Context: an optimization exercise on an open-source flow, tuned for small area, a short achievable clock period and few clock cycles per item. The choices shown serve that exercise and are no tape-out recipe. Where RTL was checked, it was by simulation tests only, not by an equivalence proof against the original. No functional check of the RTL was part of run 4. No activity file was given, so power comes from the tool's default toggle rates.

==> design/flow/design.v <==
package pkt_pkg;
  localparam int DATA_W  = 64;
  localparam int EMPTY_W = 3;
  typedef logic [DATA_W-1:0]  data_t;
  typedef logic [EMPTY_W-1:0] empty_t;
  typedef struct packed {
    logic   sop;
    logic   eop;
    empty_t empty;
    data_t  data;
  } beat_t;
  typedef enum logic [1:0] {
    TX_IDLE = 2'd0,
    TX_LOAD = 2'd1,
    TX_SEND = 2'd2,
    TX_DONE = 2'd3
  } tx_state_t;
endpackage
`timescale 1ns/1ps
module pkt_loopback_top #(
  parameter int FIFO_DEPTH = 8,
  parameter int MAX_BEATS  = 16
) (
  input  logic  rd_clk,
  input  logic  rd_rst_n,
  input  logic  rx_valid,
  output logic  rx_ready,
  input  pkt_pkg::beat_t rx_beat,
  input  logic  tx_enable,
  input  logic  tx_ready,
  output logic  tx_valid,
  output pkt_pkg::beat_t tx_beat
);
  localparam int N  = MAX_BEATS;
  localparam int PW = $clog2(N);
  localparam int CW = $clog2(N + 1);
  localparam int EW = pkt_pkg::DATA_W + pkt_pkg::EMPTY_W + 1;
  logic [EW-1:0] ring [0:N-1];
  logic [PW-1:0] dh;        
  logic          dh0;       
  logic [PW-1:0] dt;        
  logic [CW-1:0] count;     
  logic [CW-1:0] ccount;    
  logic          rdy_n;     
  logic          wsel_n;    
  logic          wsel;      
  logic          tv;        
  pkt_pkg::beat_t ob;       
  logic          drop;      
  logic          last_eop;  
  logic          en_seen;   
  logic          empty;
  logic          one;
  logic          full;
  logic          ccnz;
  logic          cc_one;
  logic          dt1;
  logic          ovf;
  logic          acc;
  logic          store;     
  logic          discard;
  logic          commit;
  logic          take;      
  logic          new_head;
  logic          drop_nxt;
  logic          high;      
  logic [CW-1:0] count_nxt;
  logic [pkt_pkg::DATA_W-1:0] rd_data;
  logic [pkt_pkg::DATA_W-1:0] rd_inc;
  logic          rdy_0;
  logic          rdy_s;
  logic          rdy_t;
  logic          rdy_st;
  logic          wsel_s;
  logic          wsel_t;
  logic [EW-1:0] wr_ent;
  assign empty   = (count == '0);
  assign one     = (count == CW'(1));
  assign full    = (count == CW'(N));
  assign high    = (count >= CW'(N - 1));
  assign ccnz    = (ccount != '0);
  assign cc_one  = (ccount == CW'(1));
  assign dt1     = (dt == PW'(1));
  assign ovf     = full && !ccnz;
  assign acc     = rx_valid && !rdy_n;
  assign store   = acc && !drop && !ovf;
  assign discard = acc && !drop && ovf;
  assign commit  = store && rx_beat.eop;
  assign take    = dh0 && en_seen && (!tv || tx_ready) && !empty &&
                   (ccnz || commit);
  assign new_head = store && (empty || (take && one));
  assign drop_nxt = (acc && (drop || ovf)) ? !rx_beat.eop : drop;
  always_comb begin
    count_nxt = count;
    if (discard) begin
      count_nxt = '0;
    end else if (store && !take) begin
      count_nxt = count + 1'b1;
    end else if (take && !store) begin
      count_nxt = count - 1'b1;
    end
  end
  assign rdy_0  = (full && !ccnz) || (!full && (empty || dt1));
  assign rdy_s  = !high || (!ccnz && !rx_beat.eop);
  assign rdy_t  = one || dt1;
  assign rdy_st = !full || !(rx_beat.eop || (ccnz && !cc_one));
  assign wsel_s = (count != CW'(N - 1));
  assign wsel_t = one || dt1;
  assign wr_ent = {rx_beat.eop,
                   rx_beat.eop ? rx_beat.empty : pkt_pkg::EMPTY_W'(0),
                   rx_beat.data};
  always_ff @(posedge rd_clk or negedge rd_rst_n) begin
    if (!rd_rst_n) begin
      dh       <= '0;
      dh0      <= 1'b1;
      dt       <= '0;
      count    <= '0;
      ccount   <= '0;
      rdy_n    <= 1'b0;
      wsel_n   <= 1'b0;
      wsel     <= 1'b1;
      tv       <= 1'b0;
      drop     <= 1'b0;
      last_eop <= 1'b1;
      en_seen  <= 1'b0;
    end else begin
      if (new_head) begin
        dh  <= PW'(N - 2);
        dh0 <= 1'b0;
      end else if (take) begin
        dh  <= '0;
        dh0 <= 1'b1;
      end else begin
        dh  <= dh - 1'b1;
        dh0 <= (dh == PW'(1));
      end
      if (store || discard || (take && one) || empty) begin
        dt <= '0;
      end else begin
        dt <= dt - 1'b1;
      end
      count <= count_nxt;
      if (commit) begin
        ccount <= count_nxt;
      end else if (take) begin
        ccount <= ccount - 1'b1;
      end
      if (drop_nxt || discard) begin
        rdy_n <= 1'b0;
      end else begin
        case ({store, take})
          2'b00:   rdy_n <= !rdy_0;
          2'b10:   rdy_n <= !rdy_s;
          2'b01:   rdy_n <= !rdy_t;
          default: rdy_n <= !rdy_st;
        endcase
      end
      if (discard) begin
        wsel_n <= 1'b0;
        wsel   <= 1'b1;
      end else begin
        case ({store, take})
          2'b00:   begin
            wsel_n <= !(!full && (empty || dt1));
            wsel   <= !full && (empty || dt1);
          end
          2'b10:   begin
            wsel_n <= !wsel_s;
            wsel   <= wsel_s;
          end
          2'b01:   begin
            wsel_n <= !wsel_t;
            wsel   <= wsel_t;
          end
          default: begin
            wsel_n <= full;
            wsel   <= !full;
          end
        endcase
      end
      tv       <= take || (tv && !tx_ready);
      en_seen  <= en_seen || tx_enable;
      drop     <= drop_nxt;
      if (take) begin
        last_eop <= ring[1][EW-1];
      end
    end
  end
  localparam int NG = pkt_pkg::DATA_W / 8;
  logic [NG-1:0] rd_grp;    
  always_ff @(posedge rd_clk) begin
    for (int g = 0; g < NG; g++) begin
      rd_grp[g] <= &ring[2][8*g +: 8];
    end
  end
  assign rd_data = ring[1][pkt_pkg::DATA_W-1:0];
  always_comb begin
    logic lo_grp;
    logic lo_bit;
    for (int g = 0; g < NG; g++) begin
      lo_grp = 1'b1;
      for (int h = 0; h < g; h++) begin
        lo_grp = lo_grp & rd_grp[h];
      end
      lo_bit = 1'b1;
      for (int b = 0; b < 8; b++) begin
        rd_inc[8*g+b] = rd_data[8*g+b] ^ (lo_grp & lo_bit);
        lo_bit = lo_bit & rd_data[8*g+b];
      end
    end
  end
  always_ff @(posedge rd_clk) begin
    for (int i = 0; i < N - 1; i++) begin
      ring[i] <= ring[i+1];
    end
    ring[N-1] <= (ring[0] & {EW{wsel_n}}) | (wr_ent & {EW{wsel}});
  end
  always_ff @(posedge rd_clk or negedge rd_rst_n) begin
    if (!rd_rst_n) begin
      ob <= '0;
    end else begin
      ob <= ({last_eop, ring[1][EW-1:pkt_pkg::DATA_W], rd_inc} & {(EW + 1){take}}) |
            (ob & {(EW + 1){!tx_ready}});
    end
  end
  assign rx_ready = !rdy_n;
  assign tx_valid = tv;
  assign tx_beat  = ob;
endmodule
==> design/flow/flow/run.sh <==
#!/bin/bash
# The standard layout, with the port buffers made from buf_2 cells
# instead of the delay buffers buffer_ports picks by default, and clock
# tree synthesis without dummy loads.
set -euo pipefail
export BUFFER_PORTS_ARGS="-buffer_cell sky130_fd_sc_hd__buf_2"
export CTS_ARGS="-sink_clustering_enable -repair_clock_nets -sink_clustering_size 28 -sink_clustering_max_diameter 100 -dont_use_dummy_load"
bash standard.sh > standard_flow.log 2>&1
==> design/flow/standard.sh <==
#!/bin/bash
# synth_recipe.tcl (not shown) runs the flow's synth.tcl, then flattens the netlist and writes it again
# the make line also repeats each setting of config.mk as NAME=value (left out here)
make -C /OpenROAD-flow-scripts/flow DESIGN_CONFIG=/design/flow/config.mk WORK_HOME=/design/flow/orfs CLKGATE_MAP_FILE= SYNTH_SCRIPT=/design/flow/synth_recipe.tcl "${@:-finish}"
==> design/flow/config.mk <==
export PLATFORM = sky130hd
export DESIGN_NAME = pkt_loopback_top
export DESIGN_NICKNAME = pkt_loopback_top
export VERILOG_FILES = /design/flow/design.v
export SDC_FILE = /design/flow/constraint.sdc
export NUM_CORES = 4
export LEC_CHECK = 0
export ABC_AREA = 1
export CAP_MARGIN = 20
export CORE_MARGIN = 2
export CORE_UTILIZATION = 65
export CTS_CLUSTER_DIAMETER = 100
export CTS_CLUSTER_SIZE = 28
export SETUP_SLACK_MARGIN = 3.15
export SLEW_MARGIN = 20
==> design/flow/constraint.sdc <==
create_clock -name core_clock -period 5.5 [get_ports {rd_clk}]
set_input_delay 1.1000 -clock core_clock [delete_from_list [all_inputs] [get_ports {rd_clk}]]
set_output_delay 1.1000 -clock core_clock [all_outputs]
set_load 0.01 [all_outputs]
==> results of run 1 <==
worst register-to-register path: stages, from the launching register on:
cell and delay (ns):
dfrtp_1 0.42, inv_1 0.11, ha_1 0.20, nand2_1 0.10, nor2_2 0.06, nand2_4 0.10, nand3_4 0.12, nand2_4 0.19
nand2_8 0.15, buf_4 0.19, inv_6 0.27, a32o_1 0.23
routing by layer:
layer | wire length (µm) | vias to the layer above
li1 | - | 6034
met1 | 20100 | 5782
met2 | 17950 | 190
met3 | 1532 | 67
met4 | 992 | 0
met5 | 0 | -
registers in the layout, summed over array words and instances (netlist names), 4 cells and up:
register  count
dt            4
rd_grp        7
dh            4
count         5
ccount        5
ring       1088
ob           69
metrics by stage:
stage,hold slack (ns),utilization (%),setup WS [ns],instances
6_report,0.2907,72.23,3.227,2493
5_1_grt,0.2911,72.22,3.089,2492
4_1_cts,0.2893,72.08,3.158,2485
3_5_place_dp,0.3121,69.11,1.510,2435
3_3_place_gp,0.3098,69.11,1.567,2435
2_1_floorplan,0.3096,-,3.205,1780
report_power, final:
part | total [mW] | leakage (nW) | switching (mW) | internal, mW
logic | 2.07 | 2.31 | 1.22 | 0.850
registers | 14.3 | 10.4 | 1.41 | 12.9
clock network | 3.89 | 0.592 | 2.32 | 1.57
cell usage after synthesis, drive strengths merged (8+ instances only):
library cell	instances	share of area, %
a21oi	14	0.25
a22o	84	2.6
a32o	8	0.29
clkbuf	24	0.32
dfrtp	92	8.3
dfxtp	1095	79
ha	25	1.1
inv	71	0.96
nand2	148	2.1
nand3	26	0.53
nand4	24	0.59
nor2	56	0.93
o21ai	45	0.81
o31ai	11	0.37
xnor2	15	0.47
xor2	11	0.35
cells by family (layout without fill, tap and decap cells):
logic type,Yosys count,count (layout),synth area share [%]
xor+xnor,26,26,0.8199
fa+ha+maj,25,25,1.126
compound gates,169,169,4.537
simple gates,268,270,4.546
other cells,0,3,0
flops,1190,1190,87.50
buf+inv,102,271,1.469
area by class of cell:
class,count,area (µm²),share of cell area (%)
multi-input cells,490,3099,10.21
diodes,3,7.507,0.02472
repair buffers,151,784.5,2.584
inverters,71,285.3,0.9395
flip-flops and latches,1190,24300,80.04
repair inverters,1,8.758,0.02884
clock buffers,48,1201,3.956
well taps,539,674.4,2.221
how the worst max path moves through the flow:
| stage | from | endpoint | slack (ns) | depth (start not counted) |
|---|---|---|---|---|
| final | rdy_n | rx_ready | 3.23 | 2 |
| after global routing | count[0] | ccount[2] | 3.09 | 15 |
| after global placement | rx_valid | dh[0] | 1.57 | 12 |
| after floorplan | rx_valid | ob[36] | 3.20 | 8 |
| after detailed placement | rx_valid | dh[0] | 1.51 | 12 |
| after CTS | rdy_n | rx_ready | 3.16 | 2 |
placed cells by master, fill, tap and decap left out, types with 3 or more instances in the layout:
master	n
nand4_1	22
nand3_1	24
nor3_1	5
nor2_1	45
o21ai_0	39
clkbuf_16	48
or2_2	3
a22o_1	84
a21oi_1	14
ha_1	25
dfstp_2	3
a31oi_1	4
o21ai_1	6
xor2_1	11
inv_2	4
inv_1	65
nor2_2	6
nand2_1	139
o31ai_2	4
dfrtp_1	91
nor2_4	5
diode_2	3
nand2_4	4
buf_2	141
a32o_1	8
dfxtp_1	1095
buf_4	9
o31ai_1	7
nand2_2	6
xnor2_1	15
repair_timing:
item	CTS	global route
resized for setup	7	3
cloned	2	1
setup buffers	0	4
pin swaps	1	1
setup endpoints to repair	56	21
==> impl_results.md, run 1 <==
* Status: timing/DRC/antenna clean
* Row count at 75
* Post-synth top flop: dfxtp_1
* Slew @ Worst Pin at about 0.86 ns
* Peak Freq at between 0.4 and 0.5 GHz
* Clock Skew at a little over 0.04 ns
* Max_slew headroom at between 40% and 50%
* Clock latency on the worst-skew pair at around 0.60 ns
* Peak VDD IR at around 470 µV
* DRT Pass-1 Iters at 5
* Number of synthesized register bits at ~1,200
* CTS tree: done
* Vias per cell at 4.843
* Vias in the first global route at between 10,000 and 15,000
* Delay of the slowest critical-path stage at 0.38 ns
* Post-layout min period at about 2.3 ns
* CP Launch Type: flop
* CTS hold repair buffers at 0
* H-tree Lvls at 2
* Final setup vio count at 0
* Max-Cap Viols at 0
* First-pass GRT wire length at approximately 63 mm
* CP Buf/Inv Count at 2
* # clock sinks at around 1,200
* Worst EP arrival at 1.17 ns
* Cell family with most CP delay: flip-flops
* Detailed placer's ending HPWL at ~23 mm
* Fill count at 2,792
* DRC at 0
* Mapped Area at roughly 0.028 mm²
* CP required at 4.40 ns
* Hold endpoint: ring[8][63]
* R2R setup slack at roughly 3.3 ns
* Largest net degree at the start of global routing at 70
* DR vias at ~12,000
* PnR Total Power at around 20 mW
* Post-synth EDFFs at 0
* Synth warn at 2
* Wire per inst at between 15 and 20 µm
* GRT met3 Usage at just over 3%
* Final ANT Viol Nets at 0
* Syn Area/Cell at roughly 16 µm²
* Nets at a little over 2,000
* Post-synthesis async set-or-reset flop share at 7.983%
* Cells on worst reg2reg path at 11
* Hold Path Class: flop to flop
* Global route overflow at 0
* Clock slew at reported path FFs at 0.10 ns
* Sum of negative setup slack at 0 ns
* Initial DRC count at around 600
* Unrepaired setup endpoints after global routing: yes
* Met2 Usage GRT at around 28%
* Die Y at 210.7 µm
* Seq/Total Area, Yosys at between 80% and 90%
* CP Capture Type: output pin
* Slowest stage cell, crit path: dfrtp_1
* Reg-to-Reg End: ob[29]
* Crit Path Category: flop to output pin
* Design area at between 0.03 and 0.04 mm²
* Hold Startpoint: ring[9][63]
* Initial antenna violation count at 2
* Root Driver: clkbuf_16
* Pwr dens at 666.1 mW/mm²
* Post-Synthesis Net Count at around 1,900
* I/O Buffers at roughly 140
* Io pins at around 150
* CTS max path bufs at 3
* Die width at 210.7 µm
* Total CTS buffers at between 40 and 50
* Layer with the highest usage: met2
* CP Cell Sequence: inv_2, buf_6
* Final wirelength at ~41 mm
* Hold Path Cell Cnt at 0
* Initial Util at roughly two thirds
* Final Wtd Congestion at ~0.8
* Library cells used by synthesis at just over 40
* Leakage at roughly 13 nW
* Worst reg2reg path startpoint: count[0]
* Total Routing Usage GR at between 15 and 20%
* P&R area growth vs syn at 9.330%
* Final hold violation count at 0
* Crit-path max FO at 2
* Syn Inst Count at 1,780
* M1 GR Usage at roughly a quarter
* Share of layout cells above drive strength 1 at 12.56%
* Die Footprint at approximately 0.044 mm²
* Slew Viols, Final at 0
* Core ar. at about 0.042 mm²
* Placed inst area at 0.02906 mm²
* Tcrit/Tclk final at between 40% and 50%
Testbench counts, summed over its fixed seeds: cycles 14,877, items 14,749.
==> run 2, diff against run 1 <==
--- a/design/flow/config.mk
+++ b/design/flow/config.mk
@@ -9,7 +9,6 @@
 export CAP_MARGIN = 20
 export CORE_MARGIN = 2
 export CORE_UTILIZATION = 65
-export CTS_CLUSTER_DIAMETER = 100
-export CTS_CLUSTER_SIZE = 28
+export GPL_TIMING_DRIVEN = 0
 export SETUP_SLACK_MARGIN = 3.15
 export SLEW_MARGIN = 20
==> run 2 against run 1 <==
Against the previous run: still clean on timing, DRC and antenna; register-to-register slack barely moved; hold slack got worse by 0.0037 ns; via count rose by 1.6%; critical path depth did not move; clock power barely moved; global-route usage rose by 2.0 points; die area did not move; largest power group unchanged; synthesized cell count did not move.
==> impl_results.md, run 2 <==
* Library cells used by synthesis at 41
* Sum of negative setup slack at 0 ns
* Clock latency on the worst-skew pair at a little over 0.6 ns
* CP Cell Sequence: inv_2, buf_6
* Pre-CTS WS at 2.362 ns
* Mapped Area at approximately 0.028 mm²
* Worst setup margin at around 3.2 ns
* Peak Freq at 0.4357 GHz
* P&R area growth vs syn at 9.569%
* Max_slew headroom at 27.82%
* DR vias at roughly 12,000
* Max-Cap Viols at 0
* Initial antenna violation count at 1
* Crit-path max FO at 2
* Core ar. at between 0.04 and 0.05 mm²
* Delay of the slowest critical-path stage at around 0.4 ns
* CP Launch Type: flop
* Synth area leaders: dfxtp_1, dfrtp_1, a22o_1, nand2_1, ha_1
* Initial DRC count at between 700 and 800
* Final ANT Viol Nets at 0
* CTS tree: done
* Initial Util at 66.06%
* Post-synth top flop: dfxtp_1
* Synth warn at 2
* Die Y at 210.7 µm
* Slew Viols, Final at 0
* Seq/Total Area, Yosys at between 80% and 90%
* Largest Register: ring
* Post-synthesis async set-or-reset flop share at about 8%
* Die width at 210.7 µm
* Io pins at between 100 and 150
* Unrepaired setup endpoints after global routing: yes
* Total Routing Usage GR at approximately a fifth
* Syn Inst Count at 1,780
* Slowest stage cell, crit path: dfrtp_1
* CP Buf/Inv Count at 2
* Clock slew at reported path FFs at about 0.10 ns
* CP Capture Type: output pin
* Largest net degree at the start of global routing at 67
* Syn Area/Cell at roughly 16 µm²
* H-tree Lvls at 2
* Share of layout cells above drive strength 1 at roughly an eighth
* DRC at 0
* Vias per cell at 4.885
* Root Driver: clkbuf_16
* Detailed placer's ending HPWL at approximately 28 mm
* First-pass GRT wire length at ~68 mm
* Post-layout min period at around 2.3 ns
* Clock Skew at 0.03422 ns
* Vias in the first global route at about 12,000
* Crit Path Category: flop to output pin
* # clock sinks at between 1,000 and 1,500
* I/O Buffers at 143
* Final Wtd Congestion at between 0.8 and 0.9
* Status: timing/DRC/antenna clean
* DRT Pass-1 Iters at 4
* Pwr dens at around 670 mW/mm²
* Post-synth EDFFs at 0
* Total CTS buffers at 48
* Most common library cell in the layout ignoring fill and taps: dfxtp_1
* Final hold violation count at 0
* Yosys top cell by area: dfxtp_1
* Final setup vio count at 0
* Wire per inst at approximately 18 µm
* Hold Path Class: flop to flop
* Slew @ Worst Pin at 1.083 ns
* Global route overflow at 0
* Leakage at approximately 13 nW
* Post-Synthesis Net Count at 1,879
* Share of the synthesized area in the top cell type at between 70% and 80%
* Die Footprint at 0.04440 mm²
* CP required at 4.40 ns
* Worst EP arrival at 1.20 ns
* Tcrit/Tclk final at about two fifths
* Row count at 75
* Most common cell in the netlist: dfxtp_1
* Nets at just over 2,000
* Commonest cells in the synthesized netlist: dfxtp_1, nand2_1, dfrtp_1
* Cell family with most CP delay: flip-flops
* Number of synthesized register bits at between 1,000 and 1,500
* Final wirelength at around 44 mm
* Setup Buffers After CTS at 0
* Max reg flops at approximately 1,100
* Biggest regs: ring x1088, ob x69, rd_grp x7
* Most frequent cells in the layout: dfxtp_1, buf_2, nand2_1
* CTS max path bufs at 3
* Peak VDD IR at just under 500 µV
==> run 2: cell counts after synthesis <==
No cell type changed its count.
==> run 2: final timing paths <==
path | from | end | slack [ns] | cells after the start
worst min-delay path | ring[7][56] | ring[6][56] | 0.29 | 0
worst max-delay path | rdy_n | rx_ready | 3.20 | 2
worst max register to register | wsel_n | ring[15][40] | 3.29 | 4
min in group asynchronous | rd_rst_n | ob[60] | 0.36 | 1
worst min register to register | ring[7][56] | ring[6][56] | 0.29 | 0
max in group asynchronous | rd_rst_n | ob[14] | 4.41 | 2
==> run 2: kinds of logic (layout without fill, tap and decap cells) <==
kind of cell    count (synthesis)  count (layout)  share of synthesized area (%)
buf+inv                       102             294                          1.469
fa+ha+maj                      25              25                          1.126
compound gates                169             169                          4.537
simple gates                  268             268                          4.546
flops                        1190            1190                          87.50
xor+xnor                       26              26                         0.8199
other cells                     0               1                              0
==> run 2: worst reg2reg max path, stage by stage (launching register included) <==
cell and delay (ns):
dfrtp_1 0.34, clkbuf_1 0.50, clkbuf_2 0.51, clkbuf_1 0.46, a22o_1 0.32
==> run 2: layout make-up <==
cell class | count | area [µm²]
Timing Repair Buffer | 144 | 755.7
Tap cell | 539 | 674.4
Inverter | 71 | 266.5
Fill cell | 2744 | 11610
Sequential cell | 1190 | 24300
Multi-Input combinational cell | 488 | 3063
Antenna cell | 1 | 2.502
Buffer | 31 | 165.2
Clock buffer | 48 | 1201
==> run 2: what timing repair did <==
item                       4_1_cts  5_1_grt
pin swaps                        0        0
hold buffers                     0        0
gates resized for setup          8        8
setup endpoints to repair       67       25
==> run 2: where the power goes <==
| group | switching, mW | internal [mW] | leakage [nW] | total, mW |
|---|---|---|---|---|
| clock | 2.33 | 1.57 | 0.592 | 3.90 |
| combinational | 1.31 | 0.875 | 2.36 | 2.19 |
| sequential | 1.40 | 12.8 | 10.4 | 14.2 |
==> run 2: routing by layer <==
| metal | GRT usage, % | part of all wire (%) | up-vias |
|---|---|---|---|
| met2 | 32.51 | 46 | 213 |
| li1 | - | - | 6064 |
| met1 | 29.02 | 48 | 5930 |
| met4 | 5.318 | 1.9 | 0 |
| met5 | 0 | 0 | - |
| met3 | 3.762 | 4.4 | 65 |
==> run 2: stage by stage <==
stage | cells | utilization [%] | hold WS (ns) | total power [mW] | cell area [µm²]
3_5_place_dp | 2463 | 69.45 | 0.3121 | 16.56 | 29200
5_1_grt | 2512 | 72.38 | 0.2962 | 21.38 | 30430
6_report | 2512 | 72.38 | 0.2869 | 20.33 | 30430
4_1_cts | 2511 | 72.35 | 0.2923 | 20.53 | 30410
3_3_place_gp | 2462 | 69.37 | 0.3099 | 16.36 | 29160
2_1_floorplan | 1780 | - | 0.3096 | 15.16 | 27770
==> run 3, diff against run 2 <==
--- a/design/flow/config.mk
+++ b/design/flow/config.mk
@@ -9,6 +9,5 @@
 export CAP_MARGIN = 20
 export CORE_MARGIN = 2
 export CORE_UTILIZATION = 65
-export GPL_TIMING_DRIVEN = 0
-export SETUP_SLACK_MARGIN = 3.15
+export SETUP_SLACK_MARGIN = 3.2
 export SLEW_MARGIN = 20
==> run 3 against run 2 <==
Against the previous run: register-to-register slack about the same; synthesized cell count unchanged; maximum frequency increased by 0.78%; count of clock-buffer cells in the layout unchanged; synthesized area unchanged; cell count decreased by 0.56%; critical path depth unchanged; final area about the same; routed wire length decreased by 8.0%; sequential share of layout area about the same; core utilization about the same; sequential cell count unchanged.
==> impl_results.md, run 3 <==
* Crit-path max FO at 2
* Peak Freq at 0.4391 GHz
* DRC at 0
* Post-layout min period at 2.277 ns
* Wire per inst at between 15 and 20 µm
* Most common cell in the netlist: dfxtp_1
* Hold Path Class: flop to flop
* Post-synth top flop: dfxtp_1
* Initial antenna violation count at 2
* Total Routing Usage GR at 18.42%
* Slowest stage cell, crit path: dfrtp_1
* Die Footprint at 0.04440 mm²
* Global route overflow at 0
* Post-synthesis async set-or-reset flop share at 7.983%
* Unrepaired setup endpoints after global routing: yes
* Slew @ Worst Pin at 0.8622 ns
* Detailed placer's ending HPWL at around 23 mm
* Delay of the slowest critical-path stage at around 0.38 ns
* Synth area leaders: dfxtp_1, dfrtp_1, a22o_1, nand2_1, ha_1
* CP Launch Type: flop
* Vias per cell at around 4.8
* Commonest cells in the synthesized netlist: dfxtp_1, nand2_1, dfrtp_1
* Syn Inst Count at around 1,800
* Final setup vio count at 0
* Max reg flops at 1,088
* Nets at around 2,100
* Status: timing/DRC/antenna clean
* Slew Viols, Final at 0
* DR vias at about 12,000
* Core ar. at between 0.04 and 0.05 mm²
* Largest net degree at the start of global routing at 70
* Sum of negative setup slack at 0 ns
* Initial DRC count at about 630
* CP Cell Sequence: inv_2, buf_6
* Library cells used by synthesis at between 40 and 50
* Io pins at between 100 and 150
* CP Capture Type: output pin
* Share of the synthesized area in the top cell type at between 70% and 80%
* Most common library cell in the layout ignoring fill and taps: dfxtp_1
* First-pass GRT wire length at roughly 63 mm
* Fill count at approximately 2,800
* Root Driver: clkbuf_16
* PnR Total Power at just over 20 mW
* Final ANT Viol Nets at 0
* Total CTS buffers at 48
* Clock Skew at roughly 0.044 ns
* Share of layout cells above drive strength 1 at 12.78%
* Synth warn at 2
* Placed inst area at slightly below 0.03 mm²
* CP required at 4.40 ns
* P&R area growth vs syn at 9.564%
* Final wirelength at slightly above 40 mm
* Hold Startpoint: ring[9][63]
* Clock latency on the worst-skew pair at approximately 0.60 ns
* Final Wtd Congestion at roughly 0.8
* Worst setup startpoint: rdy_n
* Largest Register: ring
* Syn Area/Cell at 15.60 µm²
* Number of synthesized register bits at around 1,200
* Design area at about 0.030 mm²
* Post-Synthesis Net Count at 1,879
* Max-Cap Viols at 0
* Vias in the first global route at between 10,000 and 15,000
* Mapped Area at roughly 0.028 mm²
* Yosys top cell by area: dfxtp_1
* Die width at between 200 and 250 µm
* Post-synth EDFFs at 0
* Tcrit/Tclk final at ~41%
* Pwr dens at about 670 mW/mm²
* Peak VDD IR at approximately 470 µV
* Initial Util at between 60% and 70%
* Seq/Total Area, Yosys at ~88%
* Die Y at between 200 and 250 µm
* I/O Buffers at roughly 140
* Worst EP arrival at 1.18 ns
* H-tree Lvls at 2
* CTS tree: done
* DRT Pass-1 Iters at 4
* Row count at 75
* Worst reg2reg path startpoint: count[0]
* Final hold violation count at 0
* Biggest regs: ring x1088, ob x69, rd_grp x7
* CTS max path bufs at 3
* Leakage at about 13 nW
* Most frequent cells in the layout: dfxtp_1, buf_2, nand2_1
* Crit Path Category: flop to output pin
* Clock slew at reported path FFs at about 0.10 ns
* # clock sinks at between 1,000 and 1,500
* Max_slew headroom at a little over two fifths
[run 3: path summary, 6_finish.rpt]
path	end	slack, ns	cells after the start
max	rx_ready	3.22	2
min	ring[8][63]	0.29	0
max reg2reg	wsel_n	3.30	12
min reg2reg	ring[8][63]	0.29	0
max in group asynchronous	wsel_n	3.78	2
min in group asynchronous	ob[48]	0.49	1
[run 3: what timing repair did]
action,4_1_cts,5_1_grt
gates cloned,3,0
setup buffers,0,9
pin swaps,1,1
setup endpoints to repair,63,28
resized for setup,10,3
hold buffers,0,0
[run 3: layout make-up]
type                       instances  area (µm²)  area share [%]
inverter                          71       285.3          0.9375
tap                              539       674.4           2.216
multi-input combinational        490        3108           10.21
timing repair inverter             1       8.758         0.02878
sequential                      1190       24300           79.87
timing repair buffer             156       840.8           2.763
clock buffer                      48        1201           3.947
antenna                            3       7.507         0.02467
[run 3: kinds of logic after synthesis]
family,Yosys count,share of synthesized area [%]
DFF,1190,87.50
and+or+nand+nor,268,4.546
AOI/OAI and AO/OA,169,4.537
buffers and inverters,102,1.469
xor gates and xnor gates,26,0.8199
adders and majority gates,25,1.126
[run 3: critical path, delay by kind of cell (launching register included)]
family   cells  cell delay (ns)
buf+inv      2             0.20
flops        1             0.38
[run 3: per-stage QoR]
| step | hold WS, ns | std cells | utilization, % | setup WS, ns |
|---|---|---|---|---|
| global placement | 0.3098 | 2435 | 69.11 | 1.567 |
| global route | 0.2911 | 2497 | 72.38 | 3.127 |
| detailed placement | 0.3121 | 2435 | 69.11 | 1.510 |
| floorplan | 0.3096 | 1780 | - | 3.205 |
| CTS | 0.2893 | 2486 | 72.14 | 3.174 |
| finish | 0.2907 | 2498 | 72.38 | 3.223 |
[run 3: layer usage]
layer	wire length, µm	part of all wire (%)	track usage (%)	vias up
met5	0	0	0	-
met3	1433	3.5	3.018	69
li1	-	-	-	6036
met4	990	2.4	6.314	0
met2	18050	44	28.52	152
met1	20180	50	26.73	5765
[run 3: power breakdown]
part / internal (mW) / total (mW) / switching (mW)
registers: 12.9 / 14.3 / 1.41
clock network: 1.57 / 3.89 / 2.32
logic: 0.880 / 2.11 / 1.23
total: 15.3 / 20.3 / 4.96
==> run 4, diff against run 3 <==
--- a/design/flow/design.v
+++ b/design/flow/design.v
@@ -219,8 +219,8 @@
     if (!rd_rst_n) begin
       ob <= '0;
     end else begin
-      ob <= ({last_eop, ring[1][EW-1:pkt_pkg::DATA_W], rd_inc} & {(EW + 1){take}}) |
-            (ob & {(EW + 1){!tx_ready}});
+      ob <= ({last_eop, ring[1][EW-1:pkt_pkg::DATA_W], rd_inc} & {$bits(ob){take}}) |
+            (ob & {$bits(ob){!tx_ready}});
     end
   end
   assign rx_ready = !rdy_n;
--- a/design/flow/config.mk
+++ b/design/flow/config.mk
@@ -9,5 +9,7 @@
 export CAP_MARGIN = 20
 export CORE_MARGIN = 2
 export CORE_UTILIZATION = 65
-export SETUP_SLACK_MARGIN = 3.2
+export CTS_CLUSTER_DIAMETER = 100
+export CTS_CLUSTER_SIZE = 28
+export SETUP_SLACK_MARGIN = 3.15
 export SLEW_MARGIN = 20
==> run 4 against run 3 <==
Against the previous run: sequential share of layout area increased by 0.17 points; hold slack is the same; first-iteration DRC count decreased by 4.3%; routed wire length fell by 0.21%; synthesized cell count is the same; largest power group unchanged; core utilization down 0.15 points; maximum frequency up 0.17%; count of clock-buffer cells in the layout unchanged; largest cell class unchanged; die area unchanged.
==> impl_results.md, run 4 <==
* Placed inst area at between 0.02 and 0.03 mm²
* Design area at between 0.03 and 0.04 mm²
* P&R area growth vs syn at 9.330%
* CP Launch Type: flop
* Pwr dens at roughly 670 mW/mm²
* Commonest cells in the synthesized netlist: dfxtp_1, nand2_1, dfrtp_1
* Final hold violation count at 0
* First-pass GRT wire length at about 63 mm
* Wire per inst at 16.28 µm
* H-tree Lvls at 2
* Net Sw Frac at roughly 24%
* Sum of negative setup slack at 0 ns
* Most common library cell in the layout ignoring fill and taps: dfxtp_1
* Yosys top cell by area: dfxtp_1
* Largest net degree at the start of global routing at 70
* Hold Path Class: flop to flop
* Most common cell in the netlist: dfxtp_1
* Syn Area/Cell at between 15 and 20 µm²
* Synth area leaders: dfxtp_1, dfrtp_1, a22o_1, nand2_1, ha_1
* Share of the synthesized area in the top cell type at 78.93%
* CP required at 4.40 ns
* Final setup vio count at 0
* Detailed placer's ending HPWL at about 23 mm
* Slew Viols, Final at 0
* # clock sinks at ~1,200
* Global route overflow at 0
* Post-synthesis mux area share at 0%
* Simple-gate share of the synthesized area at roughly 4.5%
* Max-Cap Viols at 0
* Mapped Area at approximately 0.028 mm²
* I/O Buffers at ~140
* Seq/Total Area, Yosys at 87.50%
* CTS max path bufs at 3
* Die Y at between 200 and 250 µm
* Clock Skew at ~0.041 ns
* Worst EP arrival at about 1.2 ns
* CTS tree: done
* Max_slew headroom at roughly 42%
* CP Capture Type: output pin
* Library cells used by synthesis at 41
* Total CTS buffers at 48
* Final wirelength at approximately 41 mm
* DRT Pass-1 Iters at 5
* Die width at 210.7 µm
* R2R setup slack at roughly 3.3 ns
* Vias in the first global route at around 12,000
* Post-Synthesis Net Count at about 1,900
* Row count at 75
* Max reg flops at 1,088
* Clock slew at reported path FFs at 0.10 ns
* Clock latency on the worst-skew pair at 0.60 ns
* Crit Path Category: flop to output pin
* Root Driver: clkbuf_16
* Post-synthesis async set-or-reset flop share at ~8.0%
* Post-synth top flop: dfxtp_1
* Initial Util at about two thirds
* Slew @ Worst Pin at around 0.86 ns
* Combinational power share at about a tenth
* Number of synthesized register bits at roughly 1,200
* Final Wtd Congestion at 0.8111
* Initial DRC count at 605
* Post-layout min period at around 2.3 ns
* Die Footprint at ~0.044 mm²
* Post-synth EDFFs at 0
* Synth Area in XOR/XNOR at less than 1%
* Nets at ~2,100
* Tcrit/Tclk final at between 40 and 50%
* Share of layout cells above drive strength 1 at between 10% and 20%
* Flop pwr share at 70.5%
* Vias per cell at slightly below 5
* Io pins at 145
* P_sw at a little under 5 mW
* Internal power at between 15 and 20 mW
* Biggest regs: ring x1088, ob x69, rd_grp x7
* Initial antenna violation count at 2
* Clock power share at between 10% and 20%
* Peak Freq at around 0.44 GHz
* Synth warn at 2
* DRC at 0
* Syn Inst Count at 1,780
* Total Routing Usage GR at 18.30%
* DR vias at about 12,000
* Final ANT Viol Nets at 0
* Status: timing/DRC/antenna clean
* Peak VDD IR at 465.2 µV
* Complex-gate fraction of the synthesized area at between 4 and 5%
* Unrepaired setup endpoints after global routing: yes
* Leakage at about 13 nW
* Crit-path max FO at 2
* CTS hold repair buffers at 0
* Main combinational cell family by area after synthesis: simple AND/OR/NAND/NOR gates
* Largest Register: ring
* Most frequent cells in the layout: dfxtp_1, buf_2, nand2_1
* Core ar. at around 0.042 mm²
* Post-Synth Adder-Cell Area at around 1.1%
run 4: changes by cell type in the layout (fill, tap and decap cells not counted):
cell	previous run	this run
buf_4	13	9
buf_12	1	0
buf_2	140	141
buf_6	2	1
nand2_4	3	4
nand2_8	2	1
run 4: timing repair:
item	4_1_cts	5_1_grt
cloned	2	1
setup endpoints to repair	56	21
pin swaps	1	1
resized for setup	7	3
setup buffers	0	4
run 4: cell families after synthesis:
| group | after synthesis |
|---|---|
| DFF | 1190 |
| adders and majority gates | 25 |
| xor gates and xnor gates | 26 |
| and+or+nand+nor | 268 |
| buffers and inverters | 102 |
| AOI/OAI and AO/OA | 169 |
run 4: worst paths after layout:
kind | start | end | cells after the start
max | rdy_n | rx_ready | 2
min | ring[9][63] | ring[8][63] | 0
max reg2reg | count[0] | ob[29] | 11
min reg2reg | ring[9][63] | ring[8][63] | 0
max in group asynchronous | rd_rst_n | wsel_n | 2
min in group asynchronous | rd_rst_n | ob[48] | 1
run 4: through the flow:
stage	worst slack (ns)	utilization [%]	instances	hold WS (ns)	power (mW)
CTS	3.158	72.08	2485	0.2893	20.38
detailed placement	1.510	69.11	2435	0.3121	16.39
global placement	1.567	69.11	2435	0.3098	16.20
finish	3.227	72.23	2493	0.2907	20.22
floorplan	3.205	-	1780	0.3096	15.16
global route	3.089	72.22	2492	0.2911	21.29
run 4: cell type report:
cell class	instances	area, µm²
Tap cell	539	674.4
Fill cell	2792	11680
Multi-Input combinational cell	490	3099
Inverter	71	285.3
Antenna cell	3	7.507
Clock buffer	48	1201
Sequential cell	1190	24300
Timing Repair Buffer	151	784.5
Timing Repair inverter	1	8.758
run 4: critical path, cell delays in order, from the launching register on:
cell	delay, ns
dfrtp_1	0.38
inv_2	0.08
buf_6	0.11
run 4: routing by layer:
metal	track usage, %	up-vias	part of all wire [%]
met4	6.168	0	2.4
li1	-	6034	-
met3	3.018	67	3.8
met1	26.58	5782	50
met2	28.35	190	44
met5	0	-	0
run 4: power by group through the flow:
stage / clock [mW] / combinational, mW / sequential (mW)
finish: 3.89 / 2.07 / 14.3
global route: 4.30 / 2.28 / 14.7
CTS: 4.00 / 2.04 / 14.3
detailed placement: 0 / 1.95 / 14.4
global placement: 0 / 1.91 / 14.3
floorplan: 0 / 1.23 / 13.9
==> run 5, diff against run 4 <==
--- a/design/flow/design.v
+++ b/design/flow/design.v
@@ -42,8 +42,6 @@
   logic [CW-1:0] count;     
   logic [CW-1:0] ccount;    
   logic          rdy_n;     
-  logic          wsel_n;    
-  logic          wsel;      
   logic          tv;        
   pkt_pkg::beat_t ob;       
   logic          drop;      
@@ -61,6 +59,7 @@
   logic          discard;
   logic          commit;
   logic          take;      
+  logic          fire;
   logic          new_head;
   logic          drop_nxt;
   logic          high;      
@@ -71,8 +70,6 @@
   logic          rdy_s;
   logic          rdy_t;
   logic          rdy_st;
-  logic          wsel_s;
-  logic          wsel_t;
   logic [EW-1:0] wr_ent;
   assign empty   = (count == '0);
   assign one     = (count == CW'(1));
@@ -86,6 +83,7 @@
   assign store   = acc && !drop && !ovf;
   assign discard = acc && !drop && ovf;
   assign commit  = store && rx_beat.eop;
+  assign fire    = tv && tx_ready;
   assign take    = dh0 && en_seen && (!tv || tx_ready) && !empty &&
                    (ccnz || commit);
   assign new_head = store && (empty || (take && one));
@@ -104,8 +102,6 @@
   assign rdy_s  = !high || (!ccnz && !rx_beat.eop);
   assign rdy_t  = one || dt1;
   assign rdy_st = !full || !(rx_beat.eop || (ccnz && !cc_one));
-  assign wsel_s = (count != CW'(N - 1));
-  assign wsel_t = one || dt1;
   assign wr_ent = {rx_beat.eop,
                    rx_beat.eop ? rx_beat.empty : pkt_pkg::EMPTY_W'(0),
                    rx_beat.data};
@@ -117,8 +113,6 @@
       count    <= '0;
       ccount   <= '0;
       rdy_n    <= 1'b0;
-      wsel_n   <= 1'b0;
-      wsel     <= 1'b1;
       tv       <= 1'b0;
       drop     <= 1'b0;
       last_eop <= 1'b1;
@@ -155,29 +149,6 @@
           default: rdy_n <= !rdy_st;
         endcase
       end
-      if (discard) begin
-        wsel_n <= 1'b0;
-        wsel   <= 1'b1;
-      end else begin
-        case ({store, take})
-          2'b00:   begin
-            wsel_n <= !(!full && (empty || dt1));
-            wsel   <= !full && (empty || dt1);
-          end
-          2'b10:   begin
-            wsel_n <= !wsel_s;
-            wsel   <= wsel_s;
-          end
-          2'b01:   begin
-            wsel_n <= !wsel_t;
-            wsel   <= wsel_t;
-          end
-          default: begin
-            wsel_n <= full;
-            wsel   <= !full;
-          end
-        endcase
-      end
       tv       <= take || (tv && !tx_ready);
       en_seen  <= en_seen || tx_enable;
       drop     <= drop_nxt;
@@ -186,41 +157,32 @@
       end
     end
   end
-  localparam int NG = pkt_pkg::DATA_W / 8;
-  logic [NG-1:0] rd_grp;    
-  always_ff @(posedge rd_clk) begin
-    for (int g = 0; g < NG; g++) begin
-      rd_grp[g] <= &ring[2][8*g +: 8];
-    end
-  end
   assign rd_data = ring[1][pkt_pkg::DATA_W-1:0];
   always_comb begin
-    logic lo_grp;
-    logic lo_bit;
-    for (int g = 0; g < NG; g++) begin
-      lo_grp = 1'b1;
-      for (int h = 0; h < g; h++) begin
-        lo_grp = lo_grp & rd_grp[h];
-      end
-      lo_bit = 1'b1;
-      for (int b = 0; b < 8; b++) begin
-        rd_inc[8*g+b] = rd_data[8*g+b] ^ (lo_grp & lo_bit);
-        lo_bit = lo_bit & rd_data[8*g+b];
+    logic [pkt_pkg::DATA_W-1:0] pre;
+    pre = rd_data;
+    for (int l = 1; l < pkt_pkg::DATA_W; l = l * 2) begin
+      for (int i = 0; i < pkt_pkg::DATA_W; i++) begin
+        if ((i / l) % 2 == 1) begin
+          pre[i] = pre[i] & pre[(i / l) * l - 1];
+        end
       end
     end
+    rd_inc = rd_data ^ {pre[pkt_pkg::DATA_W-2:0], 1'b1};
   end
   always_ff @(posedge rd_clk) begin
     for (int i = 0; i < N - 1; i++) begin
       ring[i] <= ring[i+1];
     end
-    ring[N-1] <= (ring[0] & {EW{wsel_n}}) | (wr_ent & {EW{wsel}});
+    ring[N-1] <= store ? wr_ent : ring[0];
   end
   always_ff @(posedge rd_clk or negedge rd_rst_n) begin
     if (!rd_rst_n) begin
       ob <= '0;
-    end else begin
-      ob <= ({last_eop, ring[1][EW-1:pkt_pkg::DATA_W], rd_inc} & {$bits(ob){take}}) |
-            (ob & {$bits(ob){!tx_ready}});
+    end else if (take) begin
+      ob <= {last_eop, ring[1][EW-1:pkt_pkg::DATA_W], rd_inc};
+    end else if (fire) begin
+      ob <= '0;
     end
   end
   assign rx_ready = !rdy_n;
==> design/flow/flow/run.sh (replaced) <==
#!/bin/bash
# The standard layout, run step by step: port buffers made from buf_2
# cells instead of the delay buffers buffer_ports picks by default, and
# setup repair aimed at a shorter period only from clock tree synthesis
# on, where placement gives it wire loads.
set -euo pipefail
export BUFFER_PORTS_ARGS="-buffer_cell sky130_fd_sc_hd__buf_2"
SETUP_SLACK_MARGIN=0 bash standard.sh place > flow_place.log 2>&1
SETUP_SLACK_MARGIN=3.15 bash standard.sh cts > flow_cts.log 2>&1
SETUP_SLACK_MARGIN=3.15 bash standard.sh finish > flow_finish.log 2>&1
==> design/flow/config.mk (replaced) <==
export PLATFORM = sky130hd
export DESIGN_NAME = pkt_loopback_top
export DESIGN_NICKNAME = pkt_loopback_top
export VERILOG_FILES = /design/flow/design.v
export SDC_FILE = /design/flow/constraint.sdc
export NUM_CORES = 4
export LEC_CHECK = 0
export ABC_CLOCK_PERIOD_IN_PS = 2000
export CAP_MARGIN = 20
export CORE_MARGIN = 2
export CORE_UTILIZATION = 40
export CTS_CLUSTER_DIAMETER = 100
export CTS_CLUSTER_SIZE = 28
export SLEW_MARGIN = 20
==> run 5 against run 4 <==
Against the previous run: setup slack worse by 0.058 ns; clock power is 4% higher; core utilization down 26 points; non-clock buffer count is 37 higher; largest power group unchanged; hold slack gained 0.033 ns; critical path type is now input pin to flop; routed wire length grew 19%; power down 2.9%; synthesized area is 0.27% higher; maximum frequency shrank 2.5%; first-iteration DRC count grew 31%; still clean.
==> impl_results.md, run 5 <==
* Leakage at 13.42 nW
* Dpl cells at between 2,000 and 3,000
* Seq/Total Area, Yosys at between 80 and 90%
* Nets at about 2,200
* First-pass GRT wire length at 69.84 mm
* Most common library cell in the layout ignoring fill and taps: dfxtp_1
* R2R setup slack at ~3.2 ns
* Peak Freq at between 0.4 and 0.5 GHz
* CTS max path bufs at 3
* Io pins at approximately 150
* Die Y at around 270 µm
* Clock Skew at 0.02315 ns
* Slew @ Worst Pin at ~0.94 ns
* Initial antenna violation count at 0
* Library cells used by synthesis at 48
* Max_slew headroom at between 30% and 40%
* Max-Cap Viols at 0
* Share of layout cells above drive strength 1 at between 10% and 20%
* Cells on worst reg2reg path at 10
* Crit Path Category: input pin to flop
* Row count at 96
* # clock sinks at roughly 1,200
* Total CTS buffers at between 40 and 50
* Commonest cells in the synthesized netlist: dfxtp_1, nand2_1, dfrtp_1
* Hold Path Class: flop to flop
* Reg-to-Reg End: count[1]
* Pwr dens at 618.0 mW/mm²
* Post-synth EDFFs at 0
* Pre-CTS WS at between 1.5 and 2 ns
* Worst setup margin at approximately 3.2 ns
* Final wirelength at 48.10 mm
* Worst EP arrival at approximately 2.8 ns
* DRC at 0
* Post-layout min period at around 2.3 ns
* Mapped Area at roughly 0.028 mm²
* Number of synthesized register bits at around 1,200
* Peak VDD IR at 287.3 µV
* Clock slew at reported path FFs at around 0.1 ns
* Global route overflow at 0
* Most common cell in the netlist: dfxtp_1
* Core ar. at between 0.06 and 0.07 mm²
* Clock latency on the worst-skew pair at slightly above 0.6 ns
* H-tree Lvls at 2
* DR vias at between 10,000 and 15,000
* Final Wtd Congestion at 0.7651
* Initial Util at between 40% and 50%
* Initial DRC count at ~790
* P&R area growth vs syn at 14.08%
* Detailed placer's ending HPWL at around 28 mm
* Status: timing/DRC/antenna clean
* Total Routing Usage GR at between 10 and 15%
* Most frequent cells in the layout: dfxtp_1, nand2_1, buf_2
* Share of the synthesized area in the top cell type at between 70% and 80%
* Non-filler cells, final at 3,037
* Post-synth top flop: dfxtp_1
* I/O Buffers at between 100 and 150
* Synth area leaders: dfxtp_1, dfrtp_1, nand2_1, nand3_1, xnor2_1
* DRT Pass-1 Iters at 5
* Crit-path max FO at 17
* Syn Inst Count at 1,890
* CP Launch Type: input pin
* Root Driver: clkbuf_16
* CP required at roughly 6.0 ns
* Post-Synthesis Net Count at slightly below 2,000
* Largest net degree at the start of global routing at 72
* Vias in the first global route at between 10,000 and 15,000
* Diode count at 0
* Wire per inst at approximately 16 µm
* Yosys top cell by area: dfxtp_1
* CTS hold repair buffers at 0
* Final ANT Viol Nets at 0
* Hold endpoint: ring[3][53]
* Sum of negative setup slack at 0 ns
* Final setup vio count at 0
* Die width at ~270 µm
* Synth warn at 2
* Die Footprint at between 0.07 and 0.08 mm²
* Max reg flops at 1,088
* Hold Path Cell Cnt at 0
* Syn Area/Cell at between 10 and 15 µm²
* Final hold violation count at 0
* Vias per cell at 4.303
* Hold Startpoint: ring[4][53]
* Slew Viols, Final at 0
* Worst reg2reg path startpoint: ccount[0]
* Biggest regs: ring x1088, ob x69
* Largest Register: ring
* CTS tree: done
* Post-synthesis async set-or-reset flop share at under 10%
* CP Capture Type: flop
* Tcrit/Tclk final at between 40% and 50%
* Unrepaired setup endpoints after global routing: yes
[run 5: cell type report]
cell class	count	area, µm²
multi-input cells	646	3790
flip-flops and latches	1181	24120
inverters	20	75.07
well taps	931	1165
clock buffers	67	1272
fillers	6096	36940
repair buffers	188	1287
clock inverters	4	57.56
[run 5: metrics by stage]
stage,instance area [µm²],power (mW),hold WS [ns],utilization (%)
detailed placement,29640,15.30,0.3121,43.15
floorplan,27850,14.10,0.3096,-
global route,31770,20.72,0.3267,46.24
global placement,29620,15.10,0.3097,43.12
CTS,31310,19.56,0.3228,45.57
finish,31770,19.63,0.3236,46.24
[run 5: worst max-delay path by stage]
stage	start	end	slack, ns
4_1_cts	ob[31]	tx_beat[31]	3.14
6_report	rx_valid	ring[15][58]	3.17
5_1_grt	ccount[0]	count[1]	3.10
3_3_place_gp	rx_valid	ccount[3]	2.02
3_5_place_dp	rx_beat[67]	ccount[1]	1.90
2_1_floorplan	rx_beat[67]	ccount[3]	2.71
[run 5: kinds of logic after synthesis]
kind of cell             Yosys count  synth area share, %
buffers and inverters             67               0.9750
XOR/XNOR                          69                2.170
flip-flops                      1181                86.58
AO/OA/AOI/OAI                     89                1.734
adder cells (fa/ha/maj)           18               0.8088
AND/OR/NAND/NOR                  462                7.576
multiplexers                       4               0.1528
[run 5: power breakdown]
part	switching, mW	internal [mW]
registers	1.12	12.0
clock network	2.41	1.65
logic	1.46	0.965
total	4.99	14.6
[run 5: what timing repair did]
| action | 4_1_cts | 5_1_grt |
|---|---|---|
| setup endpoints to repair | 161 | 88 |
| setup buffers | 12 | 20 |
| resized for setup | 40 | 48 |
| pin swaps | 6 | 6 |
| cloned | 2 | 8 |
[run 5: worst max-delay path, stage by stage]
cell and delay, ns:
buf_2 0.11, nor3b_1 0.75, nand2_4 0.18, buf_12 0.20, buf_4 0.14, clkbuf_16 0.18, nand2_1 0.08, nand2_1 0.07
[run 5: layer usage]
layer | wire length (µm) | vias up | GRT usage (%)
li1 | - | 6413 | -
met1 | 22800 | 6320 | 17.21
met2 | 21300 | 247 | 19.69
met3 | 2806 | 87 | 3.161
met4 | 1195 | 0 | 3.956
met5 | 0 | - | 0
Testbench counts of run 5, summed over its fixed seeds: cycles 14,877, items 14,749.

static timing again, ports no longer ideal:
In the flow no input, the clock included, has a driving cell. The finished layouts below were timed again as built, in two steps.
Step 1 sets driving cells, clkbuf_16 on the clock port and buf_2 on the other inputs (assumed; they add their load-dependent delay and slew).
Step 2 moves the port delays by t, midway between the first and last clock arrival at a register: inputs arrive t later, outputs are due t later. That takes back most of the time a late clock gives input paths.
Three values: no drivers, after step 1, after step 2; two values: the first two.
run	shift t [ns]	setup slack, ns	hold slack, ns	clock arrival spread, ns
run 1	0.637	3.227 / 3.171 / 2.720	0.291 / 0.291 / 0.291	0.051 / 0.051
run 2	0.651	3.205 / 3.150 / 2.646	0.287 / 0.287 / 0.287	0.037 / 0.037
run 3	0.634	3.223 / 3.168 / 2.725	0.291 / 0.291 / 0.291	0.051 / 0.052
run 4	0.637	3.227 / 3.171 / 2.720	0.291 / 0.291 / 0.291	0.051 / 0.051
run 5	0.655	3.169 / 3.151 / 2.522	0.324 / 0.324 / 0.324	0.030 / 0.030
After both steps every run listed still meets setup and hold. For run 5, which loses most, drivers alone change the setup slack by -0.018 ns; drivers and shift together by -0.647 ns.
